From an optimization exercise on the open Yosys and OpenROAD flow, aimed at a short achievable clock period and few clock cycles; shortcuts taken in it are not production practice.
Only simulation tests tie the RTL to the original design; equivalence was not proved.

## flow/run.sh

```bash
#!/bin/bash
# synth_recipe.tcl (not shown) runs the flow's synth.tcl, then flattens the netlist and writes it again
# the make line also repeats each setting of config.mk as NAME=value (left out here)
make -C /OpenROAD-flow-scripts/flow DESIGN_CONFIG=/design/flow/config.mk WORK_HOME=/design/flow/orfs CLKGATE_MAP_FILE= SYNTH_SCRIPT=/design/flow/synth_recipe.tcl finish
```

## flow/config.mk

```make
export PLATFORM = sky130hd
export DESIGN_NAME = cpu_top
export DESIGN_NICKNAME = cpu_top
export VERILOG_FILES = /design/flow/design.v
export SDC_FILE = /design/flow/constraint.sdc
export NUM_CORES = 4
export LEC_CHECK = 0
export CAP_MARGIN = 20
export CORE_MARGIN = 2
export CORE_UTILIZATION = 40
export SLEW_MARGIN = 20
```

## flow/constraint.sdc

```tcl
create_clock -name core_clock -period 10.0 [get_ports {clk}]
set_input_delay 2.0000 -clock core_clock [delete_from_list [all_inputs] [get_ports {clk}]]
set_output_delay 2.0000 -clock core_clock [all_outputs]
set_load 0.01 [all_outputs]
```

## flow/design.v

```verilog
`timescale 1ns/10ps
`default_nettype none
package cpu_pkg;
    typedef logic [31:0] word_t;
    typedef logic [15:0] imm16_t;
    typedef logic [7:0]  imm8_t;
    typedef enum logic [3:0] {
        R0, R1, R2, R3, R4, R5, R6, R7,
        R8, R9, R10, R11, SP, LR, STATUS, PC
    } reg_e;
    typedef enum logic [3:0] {
        NONE, EQ, NE, LTU, GTU, LEU, GEU, LTS, GTS, LES, GES
    } cond_e;
    typedef enum logic [7:0] {
        NOP  = 8'h00,
        LD   = 8'h01,
        LDR  = 8'h02,
        LDI  = 8'h03,
        ST   = 8'h04,
        STR  = 8'h05,
        PUSH = 8'h06,
        POP  = 8'h07,
        INT  = 8'h08
    } opcode_e;
    typedef enum logic [3:0] {
        ADD, SUB, AND, OR, XOR, SHL, SHR, PASS
    } alu_op_e;
    typedef enum logic {
        USER,
        SUPERVISOR
    } cpu_mode_e;
    typedef enum logic [1:0] {
        MASK_FULL,
        MASK_16,
        MASK_8
    } mask_e;
    typedef struct packed {
        logic negative;
        logic zero;
        logic carry;
        logic overflow;
    } alu_flags_t;
    typedef struct packed {
        cpu_mode_e  mode;
        logic       imask;
        alu_flags_t flags;
    } status_t;
    typedef struct packed {
        logic immediate;
        logic reverse;
        logic loadn;
        logic set_status;
    } alu_mode_t;
    typedef struct packed {
        reg_e   reg_a;
        imm16_t imm16;
    } imm_params_t;
    typedef struct packed {
        reg_e       reg_a;
        reg_e       reg_b;
        reg_e       reg_c;
        logic [3:0] rsvd;
        alu_mode_t  mode;
    } rr_params_t;
    typedef struct packed {
        reg_e      reg_a;
        reg_e      reg_b;
        imm8_t     imm8;
        alu_mode_t mode;
    } ri_params_t;
    typedef union packed {
        imm_params_t imm;
        rr_params_t  rr;
        ri_params_t  ri;
    } params_t;
    typedef struct packed {
        cond_e   cond;
        opcode_e opcode;
        params_t params;
    } ir_t;
    typedef struct packed {
        logic      oe_alu;
        alu_op_e   alu_op;
        reg_e      sel_a;
        reg_e      sel_b;
        reg_e      sel_in;
        logic      oe_a_reg;
        logic      oe_b_reg;
        logic      ld_reg;
        mask_e     a_mask_sel;
        mask_e     b_mask_sel;
        logic      ld_pc_lr;
        logic      post_inc_sp;
        logic      pre_dec_sp;
        logic      post_inc_pc;
        logic      oe_a_ir;
        logic      oe_b_ir;
        logic      oe_b_consts;
        logic      ld_ir;
        logic      ld_alu_status;
        logic      imask_in;
        logic      ld_imask;
        cpu_mode_e mode_in;
        logic      ld_mode;
    } ctrl_t;
    localparam word_t HWINT_VEC  = 32'd1;
    localparam word_t SWINT_VEC  = 32'd2;
    localparam word_t EXCEPT_VEC = 32'd3;
endpackage
`default_nettype wire
`timescale 1ns/10ps
`default_nettype none
module alu (
    input  cpu_pkg::alu_op_e    op,
    input  cpu_pkg::word_t      a,
    input  cpu_pkg::word_t      b,
    output cpu_pkg::word_t      result,
    output cpu_pkg::alu_flags_t flags
);
    logic [32:0] wide;
    logic [32:0] shr;
    logic        ovf;
    always_comb begin
        wide = '0;
        ovf = 1'b0;
        shr = {a, 1'b0} >> b[4:0];
        case (op)
            cpu_pkg::ADD: begin
                wide = {1'b0, a} + {1'b0, b};
                ovf = (a[31] == b[31]) && (wide[31] != a[31]);
            end
            cpu_pkg::SUB: begin
                wide = {1'b0, a} - {1'b0, b};
                wide[32] = ~wide[32];
                ovf = (a[31] != b[31]) && (wide[31] != a[31]);
            end
            cpu_pkg::AND: wide = {1'b0, a & b};
            cpu_pkg::OR: wide = {1'b0, a | b};
            cpu_pkg::XOR: wide = {1'b0, a ^ b};
            cpu_pkg::SHL: wide = {1'b0, a} << b[4:0];
            cpu_pkg::SHR: wide = {shr[0], shr[32:1]};
            default: wide = {1'b0, b};
        endcase
        result = wide[31:0];
        flags.negative = wide[31];
        flags.zero = (wide[31:0] == '0);
        flags.carry = wide[32];
        flags.overflow = ovf;
    end
endmodule
`default_nettype wire
`timescale 1ns/10ps
`default_nettype none
module datapath #(
    parameter cpu_pkg::word_t STACK_TOP = 32'h100
) (
    input  logic    clk,
    input  logic    rst,
    input  cpu_pkg::ctrl_t   ctrl,
    input  cpu_pkg::word_t   mem_rdata,
    output cpu_pkg::word_t   mem_addr,
    output cpu_pkg::word_t   mem_wdata,
    output cpu_pkg::ir_t     ir,
    output cpu_pkg::status_t status
);
    cpu_pkg::word_t      gpr [12];
    cpu_pkg::word_t      lr;
    cpu_pkg::word_t      sp;
    cpu_pkg::word_t      pc;
    cpu_pkg::status_t    status_q;
    cpu_pkg::ir_t        ir_q;
    cpu_pkg::word_t      a_bus;
    cpu_pkg::word_t      b_bus;
    cpu_pkg::word_t      alu_result;
    cpu_pkg::alu_flags_t alu_flags;
    cpu_pkg::word_t      wb;
    logic       ld_gpr;
    function automatic cpu_pkg::word_t read_reg(input cpu_pkg::reg_e r);
        case (r)
            cpu_pkg::SP: read_reg = ctrl.pre_dec_sp ? sp - 32'd1 : sp;
            cpu_pkg::LR: read_reg = lr;
            cpu_pkg::STATUS: read_reg = {{(32 - $bits(status_q)){1'b0}}, status_q};
            cpu_pkg::PC: read_reg = pc;
            default: read_reg = gpr[r];
        endcase
    endfunction
    function automatic cpu_pkg::word_t ir_operand(input cpu_pkg::mask_e m);
        if (m == cpu_pkg::MASK_8) begin
            ir_operand = {24'b0, ir_q.params.ri.imm8};
        end else begin
            ir_operand = {16'b0, ir_q.params.imm.imm16};
        end
    endfunction
    function automatic cpu_pkg::word_t mask_of(input cpu_pkg::mask_e m);
        case (m)
            cpu_pkg::MASK_16: mask_of = 32'h0000_ffff;
            cpu_pkg::MASK_8: mask_of = 32'h0000_00ff;
            default: mask_of = 32'hffff_ffff;
        endcase
    endfunction
    always_comb begin
        a_bus = '0;
        if (ctrl.oe_a_reg) begin
            a_bus = read_reg(ctrl.sel_a);
        end else if (ctrl.oe_a_ir) begin
            a_bus = ir_operand(ctrl.a_mask_sel);
        end
        a_bus = a_bus & mask_of(ctrl.a_mask_sel);
    end
    always_comb begin
        b_bus = '0;
        if (ctrl.oe_b_reg) begin
            b_bus = read_reg(ctrl.sel_b);
        end else if (ctrl.oe_b_ir) begin
            b_bus = ir_operand(ctrl.b_mask_sel);
        end else if (ctrl.oe_b_consts) begin
            b_bus = {28'b0, ctrl.sel_b};
        end
        b_bus = b_bus & mask_of(ctrl.b_mask_sel);
    end
    alu u_alu (
        .op     (ctrl.alu_op),
        .a      (a_bus),
        .b      (b_bus),
        .result (alu_result),
        .flags  (alu_flags)
    );
    assign wb = ctrl.oe_alu ? alu_result : mem_rdata;
    assign ld_gpr = ctrl.ld_reg && (ctrl.sel_in < cpu_pkg::SP);
    assign mem_addr = b_bus;
    assign mem_wdata = a_bus;
    assign status = status_q;
    assign ir = ctrl.ld_ir ? cpu_pkg::ir_t'(mem_rdata) : ir_q;
    always_ff @(posedge clk) begin
        if (rst) begin
            pc <= '0;
            sp <= STACK_TOP;
            status_q <= {cpu_pkg::SUPERVISOR, 1'b0, 4'b0000};
        end else begin
            if (ctrl.ld_reg && ctrl.sel_in == cpu_pkg::PC) begin
                pc <= wb;
            end else if (ctrl.post_inc_pc) begin
                pc <= pc + 32'd1;
            end
            if (ctrl.ld_reg && ctrl.sel_in == cpu_pkg::SP) begin
                sp <= wb;
            end else if (ctrl.pre_dec_sp) begin
                sp <= sp - 32'd1;
            end else if (ctrl.post_inc_sp) begin
                sp <= sp + 32'd1;
            end
            if (ctrl.ld_reg && ctrl.sel_in == cpu_pkg::STATUS) begin
                status_q <= cpu_pkg::status_t'(wb[$bits(status_q)-1:0]);
            end else begin
                if (ctrl.ld_alu_status) begin
                    status_q.flags <= alu_flags;
                end
                if (ctrl.ld_imask) begin
                    status_q.imask <= ctrl.imask_in;
                end
                if (ctrl.ld_mode) begin
                    status_q.mode <= ctrl.mode_in;
                end
            end
        end
    end
    always_ff @(posedge clk) begin
        if (ctrl.ld_ir) begin
            ir_q <= cpu_pkg::ir_t'(mem_rdata);
        end
        if (ld_gpr) begin
            gpr[ctrl.sel_in] <= wb;
        end
        if (ctrl.ld_pc_lr) begin
            lr <= pc;
        end else if (ctrl.ld_reg && ctrl.sel_in == cpu_pkg::LR) begin
            lr <= wb;
        end
    end
endmodule
`default_nettype wire
`timescale 1ns/10ps
`default_nettype none
module cu (
    input  logic    clk,
    input  logic    rst,
    input  logic    start,
    input  logic    hwint,
    input  cpu_pkg::ir_t     ir,
    input  cpu_pkg::status_t status,
    output cpu_pkg::ctrl_t   ctrl,
    output logic    mem_rd,
    output logic    mem_wr
);
    typedef enum logic [4:0] {
        STOP,
        FETCH,
        NOP_EX,
        LD_EX,
        LDR_EX,
        LDI_EX,
        ST_EX,
        STR_EX,
        PUSH_EX,
        POP_EX,
        ALU_EX,
        HWINT1,
        HWINT2,
        SWINT1,
        SWINT2,
        EXCEPT1,
        EXCEPT2
    } state_e;
    state_e state;
    state_e decode_next;
    cpu_pkg::ir_t    ir_ex;
    logic   priv_fault;
    function automatic logic cond_ok(input cpu_pkg::cond_e c, input cpu_pkg::alu_flags_t f);
        case (c)
            cpu_pkg::EQ: cond_ok = f.zero;
            cpu_pkg::NE: cond_ok = !f.zero;
            cpu_pkg::LTU: cond_ok = !f.carry;
            cpu_pkg::GTU: cond_ok = f.carry && !f.zero;
            cpu_pkg::LEU: cond_ok = !f.carry || f.zero;
            cpu_pkg::GEU: cond_ok = f.carry;
            cpu_pkg::LTS: cond_ok = f.negative != f.overflow;
            cpu_pkg::GTS: cond_ok = !f.zero && (f.negative == f.overflow);
            cpu_pkg::LES: cond_ok = f.zero || (f.negative != f.overflow);
            cpu_pkg::GES: cond_ok = f.negative == f.overflow;
            default: cond_ok = 1'b1;
        endcase
    endfunction
    assign priv_fault = (ir.params.imm.reg_a == cpu_pkg::STATUS) && (status.mode == cpu_pkg::USER);
    always_comb begin
        decode_next = EXCEPT1;
        if (hwint && status.imask) begin
            decode_next = HWINT1;
        end else if (!cond_ok(ir.cond, status.flags)) begin
            decode_next = FETCH;
        end else begin
            casez (ir.opcode)
                cpu_pkg::NOP: decode_next = NOP_EX;
                cpu_pkg::LD: decode_next = priv_fault ? EXCEPT1 : LD_EX;
                cpu_pkg::LDR: decode_next = priv_fault ? EXCEPT1 : LDR_EX;
                cpu_pkg::LDI: decode_next = priv_fault ? EXCEPT1 : LDI_EX;
                cpu_pkg::ST: decode_next = ST_EX;
                cpu_pkg::STR: decode_next = STR_EX;
                cpu_pkg::PUSH: decode_next = PUSH_EX;
                cpu_pkg::POP: decode_next = priv_fault ? EXCEPT1 : POP_EX;
                cpu_pkg::INT: decode_next = SWINT1;
                8'hf?: decode_next = priv_fault ? EXCEPT1 : ALU_EX;
                default: decode_next = EXCEPT1;
            endcase
        end
    end
    always_ff @(posedge clk) begin
        if (rst) begin
            state <= STOP;
        end else begin
            case (state)
                STOP: state <= start ? FETCH : STOP;
                FETCH: state <= decode_next;
                HWINT1: state <= HWINT2;
                SWINT1: state <= SWINT2;
                EXCEPT1: state <= EXCEPT2;
                default: state <= FETCH;
            endcase
        end
    end
    always_ff @(posedge clk) begin
        if (state == FETCH) begin
            ir_ex <= ir;
        end
    end
    always_comb begin
        ctrl = '0;
        mem_rd = 1'b0;
        mem_wr = 1'b0;
        case (state)
            FETCH: begin
                ctrl.sel_b = cpu_pkg::PC;
                ctrl.oe_b_reg = 1'b1;
                ctrl.ld_ir = 1'b1;
                ctrl.post_inc_pc = 1'b1;
                mem_rd = 1'b1;
            end
            LD_EX: begin
                ctrl.oe_b_ir = 1'b1;
                ctrl.b_mask_sel = cpu_pkg::MASK_16;
                ctrl.sel_in = ir_ex.params.imm.reg_a;
                ctrl.ld_reg = 1'b1;
                mem_rd = 1'b1;
            end
            LDR_EX: begin
                ctrl.sel_b = ir_ex.params.rr.reg_b;
                ctrl.oe_b_reg = 1'b1;
                ctrl.sel_in = ir_ex.params.rr.reg_a;
                ctrl.ld_reg = 1'b1;
                mem_rd = 1'b1;
            end
            LDI_EX: begin
                ctrl.oe_b_ir = 1'b1;
                ctrl.b_mask_sel = cpu_pkg::MASK_16;
                ctrl.alu_op = cpu_pkg::PASS;
                ctrl.oe_alu = 1'b1;
                ctrl.sel_in = ir_ex.params.imm.reg_a;
                ctrl.ld_reg = 1'b1;
            end
            ST_EX: begin
                ctrl.sel_a = ir_ex.params.imm.reg_a;
                ctrl.oe_a_reg = 1'b1;
                ctrl.oe_b_ir = 1'b1;
                ctrl.b_mask_sel = cpu_pkg::MASK_16;
                mem_wr = 1'b1;
            end
            STR_EX: begin
                ctrl.sel_a = ir_ex.params.rr.reg_a;
                ctrl.oe_a_reg = 1'b1;
                ctrl.sel_b = ir_ex.params.rr.reg_b;
                ctrl.oe_b_reg = 1'b1;
                mem_wr = 1'b1;
            end
            PUSH_EX: begin
                ctrl.pre_dec_sp = 1'b1;
                ctrl.sel_a = ir_ex.params.rr.reg_a;
                ctrl.oe_a_reg = 1'b1;
                ctrl.sel_b = cpu_pkg::SP;
                ctrl.oe_b_reg = 1'b1;
                mem_wr = 1'b1;
            end
            POP_EX: begin
                ctrl.post_inc_sp = 1'b1;
                ctrl.sel_b = cpu_pkg::SP;
                ctrl.oe_b_reg = 1'b1;
                ctrl.sel_in = ir_ex.params.rr.reg_a;
                ctrl.ld_reg = 1'b1;
                mem_rd = 1'b1;
            end
            ALU_EX: begin
                if (ir_ex.params.ri.mode.immediate) begin
                    if (ir_ex.params.ri.mode.reverse) begin
                        ctrl.oe_a_ir = 1'b1;
                        ctrl.a_mask_sel = cpu_pkg::MASK_8;
                        ctrl.sel_b = ir_ex.params.ri.reg_b;
                        ctrl.oe_b_reg = 1'b1;
                    end else begin
                        ctrl.sel_a = ir_ex.params.ri.reg_b;
                        ctrl.oe_a_reg = 1'b1;
                        ctrl.oe_b_ir = 1'b1;
                        ctrl.b_mask_sel = cpu_pkg::MASK_8;
                    end
                end else begin
                    if (ir_ex.params.rr.mode.reverse) begin
                        ctrl.sel_a = ir_ex.params.rr.reg_c;
                        ctrl.sel_b = ir_ex.params.rr.reg_b;
                    end else begin
                        ctrl.sel_a = ir_ex.params.rr.reg_b;
                        ctrl.sel_b = ir_ex.params.rr.reg_c;
                    end
                    ctrl.oe_a_reg = 1'b1;
                    ctrl.oe_b_reg = 1'b1;
                end
                ctrl.alu_op = cpu_pkg::alu_op_e'(ir_ex.opcode[3:0]);
                ctrl.oe_alu = !ir_ex.params.rr.mode.loadn;
                ctrl.sel_in = ir_ex.params.rr.reg_a;
                ctrl.ld_reg = !ir_ex.params.rr.mode.loadn;
                ctrl.ld_alu_status = ir_ex.params.rr.mode.set_status;
            end
            HWINT1, SWINT1, EXCEPT1: begin
                ctrl.pre_dec_sp = 1'b1;
                ctrl.sel_a = cpu_pkg::PC;
                ctrl.oe_a_reg = 1'b1;
                ctrl.sel_b = cpu_pkg::SP;
                ctrl.oe_b_reg = 1'b1;
                mem_wr = 1'b1;
            end
            HWINT2, SWINT2, EXCEPT2: begin
                if (state == HWINT2) begin
                    ctrl.sel_b = cpu_pkg::reg_e'(cpu_pkg::HWINT_VEC[3:0]);
                end else if (state == SWINT2) begin
                    ctrl.sel_b = cpu_pkg::reg_e'(cpu_pkg::SWINT_VEC[3:0]);
                end else begin
                    ctrl.sel_b = cpu_pkg::reg_e'(cpu_pkg::EXCEPT_VEC[3:0]);
                end
                ctrl.oe_b_consts = 1'b1;
                ctrl.alu_op = cpu_pkg::PASS;
                ctrl.oe_alu = 1'b1;
                ctrl.sel_in = cpu_pkg::PC;
                ctrl.ld_reg = 1'b1;
                ctrl.imask_in = 1'b0;
                ctrl.ld_imask = (state != EXCEPT2);
                ctrl.mode_in = cpu_pkg::SUPERVISOR;
                ctrl.ld_mode = 1'b1;
            end
            default: ;
        endcase
        ctrl.ld_pc_lr = ctrl.ld_reg && (ctrl.sel_in == cpu_pkg::PC) && !ctrl.ld_mode;
    end
endmodule
`default_nettype wire
`timescale 1ns/10ps
`default_nettype none
module cpu_top #(
    parameter cpu_pkg::word_t STACK_TOP = 32'h100
) (
    input  logic  clk,
    input  logic  rst,
    input  logic  start,
    input  logic  hwint,
    input  cpu_pkg::word_t mem_rdata,
    output logic  mem_rd,
    output logic  mem_wr,
    output cpu_pkg::word_t mem_addr,
    output cpu_pkg::word_t mem_wdata
);
    cpu_pkg::ctrl_t   ctrl;
    cpu_pkg::ir_t     ir;
    cpu_pkg::status_t status;
    cu u_cu (
        .clk    (clk),
        .rst    (rst),
        .start  (start),
        .hwint  (hwint),
        .ir     (ir),
        .status (status),
        .ctrl   (ctrl),
        .mem_rd (mem_rd),
        .mem_wr (mem_wr)
    );
    datapath #(
        .STACK_TOP (STACK_TOP)
    ) u_datapath (
        .clk       (clk),
        .rst       (rst),
        .ctrl      (ctrl),
        .mem_rdata (mem_rdata),
        .mem_addr  (mem_addr),
        .mem_wdata (mem_wdata),
        .ir        (ir),
        .status    (status)
    );
endmodule
`default_nettype wire
```

==> flow_summary.ini <==
[status]
outcome = timing/DRC/antenna clean

[clocking]
cts_buffer_depth = 3
cts-resized-gates = 0
clkLatencyLatePin_ps = 680
numCtsBuffers = 61
ctsHtreeMaxLevel = 2
clkTransAtPathRegs_ps = 60
clock_sinks = 543
ctsHoldBuffers = 0
postCtsSetupRepairBufs = 0
tritoncts = done
root_buffer = clkbuf_16

[drt]
drt_iter0_markers = 6152
via_per_inst = 6.842
wl_per_cell_um = 33.75
postRouteWirelength_um = 197400
drt_first_pass_iters = 8
drc = 0
antenna_left = 0
vias = 40016

[worst_setup_path]
r2r.worst_path.cells = 23
endpoint_kind = register
r2r_end = u_datapath.gpr[4][30]$_DFFE_PP_
r2r_start = u_cu.state[1]$_SDFF_PP0_
reg2reg_slack_ps = 590
cp-start-kind = register
crit_type = register to register
critPathLaunch = u_cu.state[1]$_SDFF_PP0_
arrival_ps = 9650
cp_max_fo = 23
required_ps = 10240

[sta]
fmax_ghz = 0.1063
rsz0062_at_grt = false
finalSetupViolCount = 0
post-route-min-period_ps = 9408
tns_ps = 0
fin_crit_sh_pct = 94.08
relSlewSlack_pct = 15.89
tightestPinTransition_ps = 1262
final.setup_skew_ps = 31.15
hold_viol = 0
slew_violations = 0

[cells_and_area]
multiInputGateArea_um2 = 21570
drive_above_1_share_pct = 10.87
regArea_um2 = 15280
final_common_cell = nand2_1
mostFrequentLayoutCells = nand2_1 (586), edfxtp_1 (440), nor2_1 (346)
n_fill_cell = 9370
area_delta_synth_final_pct = 13.44
finish.net_count = 4664
instances_no_fill = 5849

[floorplanning]
core_area_um2 = 96570
start_util_pct = 40.26
fp.dieH_um = 315.8
ios = 102
dieArea_um2 = 99700
row_count = 114
dieWidth_um = 315.8

[placed_design]
dp.cells = 5730
dp_hpwl_um = 143500
gp_congestion = 1.053
io_buffers = 101

[min_path]
min_to = u_datapath.ir_q[26]$_DFF_P_
min_path_type = register to register
hold_path.startpoint = u_datapath.ir_q[26]$_DFF_P_
hold-path-cell-count = 2

[synthesis]
yosysUniqueCellTypes = 116
seq_area_frac_synth_pct = 39.29
syn_area_per_cell_um2 = 8.672
synthCells = 4483
syn-num-nets = 4629
yosys_warnings = 3
synth_async_sr_flop_share_pct = 0
synth_seq_cells = 543
synth_edf_count = 440
dominantRegCellSynth = edfxtp_1
syn_area_um2 = 38870

[job]
cap_violations = 0

[global_route]
antenna_found_initial = 8
grt_pass1_vias = 36262
grt_overflow = 0
grt.total_usage_pct = 38.41
grt_max_degree = 87
grt_first_pass_wirelength_um = 276700
==> metrics by stage <==
| stage | setup WS, ps | instance area [um2] | hold slack, ps | utilization, % |
|---|---|---|---|---|
| after floorplan | 2263 | 38870 | 423.8 | - |
| after global placement | 687.1 | 41930 | 444.7 | 43.42 |
| after global routing | 157.3 | 44090 | 488.7 | 45.66 |
| after CTS | 528.7 | 44060 | 466.2 | 45.63 |
| final | 592.0 | 44100 | 462.5 | 45.67 |
| after detailed placement | 599.8 | 41950 | 452.1 | 43.45 |
==> synthesized netlist by cell type, types with 14 or more instances <==
cell type    n  share of area [%]
nand2_1    587                5.7
edfxtp_1   440                 34
nor2_1     357                3.4
nand3_1    258                3.3
a21oi_1    254                3.3
nor3_1     220                2.8
o21ai_0    211                2.7
clkbuf_1   208                2.0
inv_1      184                1.8
mux2i_1    136                3.5
o22ai_1    125                2.0
a211oi_1   108                2.1
ha_1       108                3.5
dfxtp_1    103                5.3
o211ai_1    83                1.6
buf_2       76               0.98
a31oi_1     64                1.0
xnor2_1     61                1.4
buf_1       50               0.48
a221oi_1    39               0.88
xor2_1      38               0.86
a32oi_1     36               0.81
o221ai_1    36               0.81
o31ai_1     34               0.66
o2111ai_1   31               0.70
and3_1      29               0.47
a22oi_1     28               0.54
nor4_1      28               0.45
nand4_1     27               0.43
nand2b_1    25               0.40
or3_1       25               0.40
a21o_1      23               0.44
a211o_1     19               0.43
o21a_1      19               0.37
o21ai_1     18               0.23
a311oi_1    16               0.36
mux2_2      16               0.46
nor2b_1     16               0.26
o21bai_1    16               0.31
o311ai_2    16               0.67
buf_6       15               0.43
a221o_1     14               0.36
or2_2       14               0.23
or4_1       14               0.27
==> critical path, stage by stage (launching register included) <==
cell and delay (ps):
dfxtp_1 870, xor2_1 240, o32ai_1 970, a211o_1 730, buf_4 340, nand3_1 90
a31oi_1 410, nand3_1 140, a21oi_1 600, inv_1 240, ha_1 470, a21o_1 200
a21oi_1 390, o211ai_1 250, a2111oi_0 430, buf_4 200, nor3_1 100, o31ai_1 560
o211ai_1 280, and3_1 230, o311ai_0 320, a41oi_1 220, nand2_1 240, nand2_1 430
==> sequential cells by signal (all words and copies together) (netlist names), named ones only <==
name	cells
u_cu.ir_ex	20
u_cu.state	5
u_datapath.gpr	384
u_datapath.ir_q	28
u_datapath.lr	32
u_datapath.pc	32
u_datapath.sp	32
u_datapath.status_q	6
==> metal layers <==
layer	GRT usage, %	vias up	share of wire (%)	wire length, um
met5	0	-	0.030	59
met4	22.60	8	7.0	13860
met3	10.43	592	13	25050
met2	56.54	3089	42	83330
met1	50.53	19315	38	75080
li1	-	17012	-	-
==> worst max-delay path by stage <==
stage                                                endpoint  slack, ps  cells past startpoint
after global routing          u_datapath.gpr[5][31]$_DFFE_PP_        160                     31
after floorplan           u_datapath.status_q[2]$_SDFFE_PP0P_       2260                     35
after global placement        u_datapath.gpr[6][31]$_DFFE_PP_        690                     27
after detailed placement      u_datapath.gpr[6][31]$_DFFE_PP_        600                     29
after CTS                     u_datapath.gpr[5][31]$_DFFE_PP_        530                     29
final                         u_datapath.gpr[4][30]$_DFFE_PP_        590                     23
==> cell type report <==
cell class / count / share of cell area, %
Multi-Input combinational cell: 3388 / 48.91
Sequential cell: 543 / 34.64
Timing Repair Buffer: 336 / 6.441
Tap cell: 1276 / 3.620
Clock buffer: 64 / 3.487
Inverter: 188 / 1.600
Clock inverter: 52 / 1.288
Antenna cell: 2 / 0.01135
==> logic make-up after synthesis <==
| group | count (synthesis) | synth area share (%) |
|---|---|---|
| AOI/OAI and AO/OA | 1346 | 24.52 |
| and+or+nand+nor | 1673 | 19.95 |
| muxes | 160 | 4.429 |
| adders and majority gates | 110 | 3.579 |
| DFF | 543 | 39.29 |
| xor gates and xnor gates | 99 | 2.230 |
| buffers and inverters | 552 | 5.996 |
Testbench counts, summed over its fixed seeds: cycles 49,692.

## what the ideal ports hide
No port has a modelled driver above. Below, the same layout with a new extraction and two added sets of constraints.
Step 1: set_driving_cell puts a clkbuf_16 on clk and a buf_2 on each other input, an assumption about the parent block.
Step 2 adds t to the input delays and takes it off the output delays; t is the mean of the earliest and latest rising clock arrival at the registers after step 1. Input paths then give back, and output paths get back, about the clock's delay inside the block.
Three values: ideal ports, drivers, drivers and shift; two values: the first two.
t, ns: 0.728
setup WS [ns]: 0.592 / 0.592 / 0.592
slew at the worst register clock pin (ns): 0.07 / 0.07
After both steps this run still meets setup and hold. For this run, drivers alone change the setup slack by 0.000 ns; drivers and shift together by 0.000 ns.
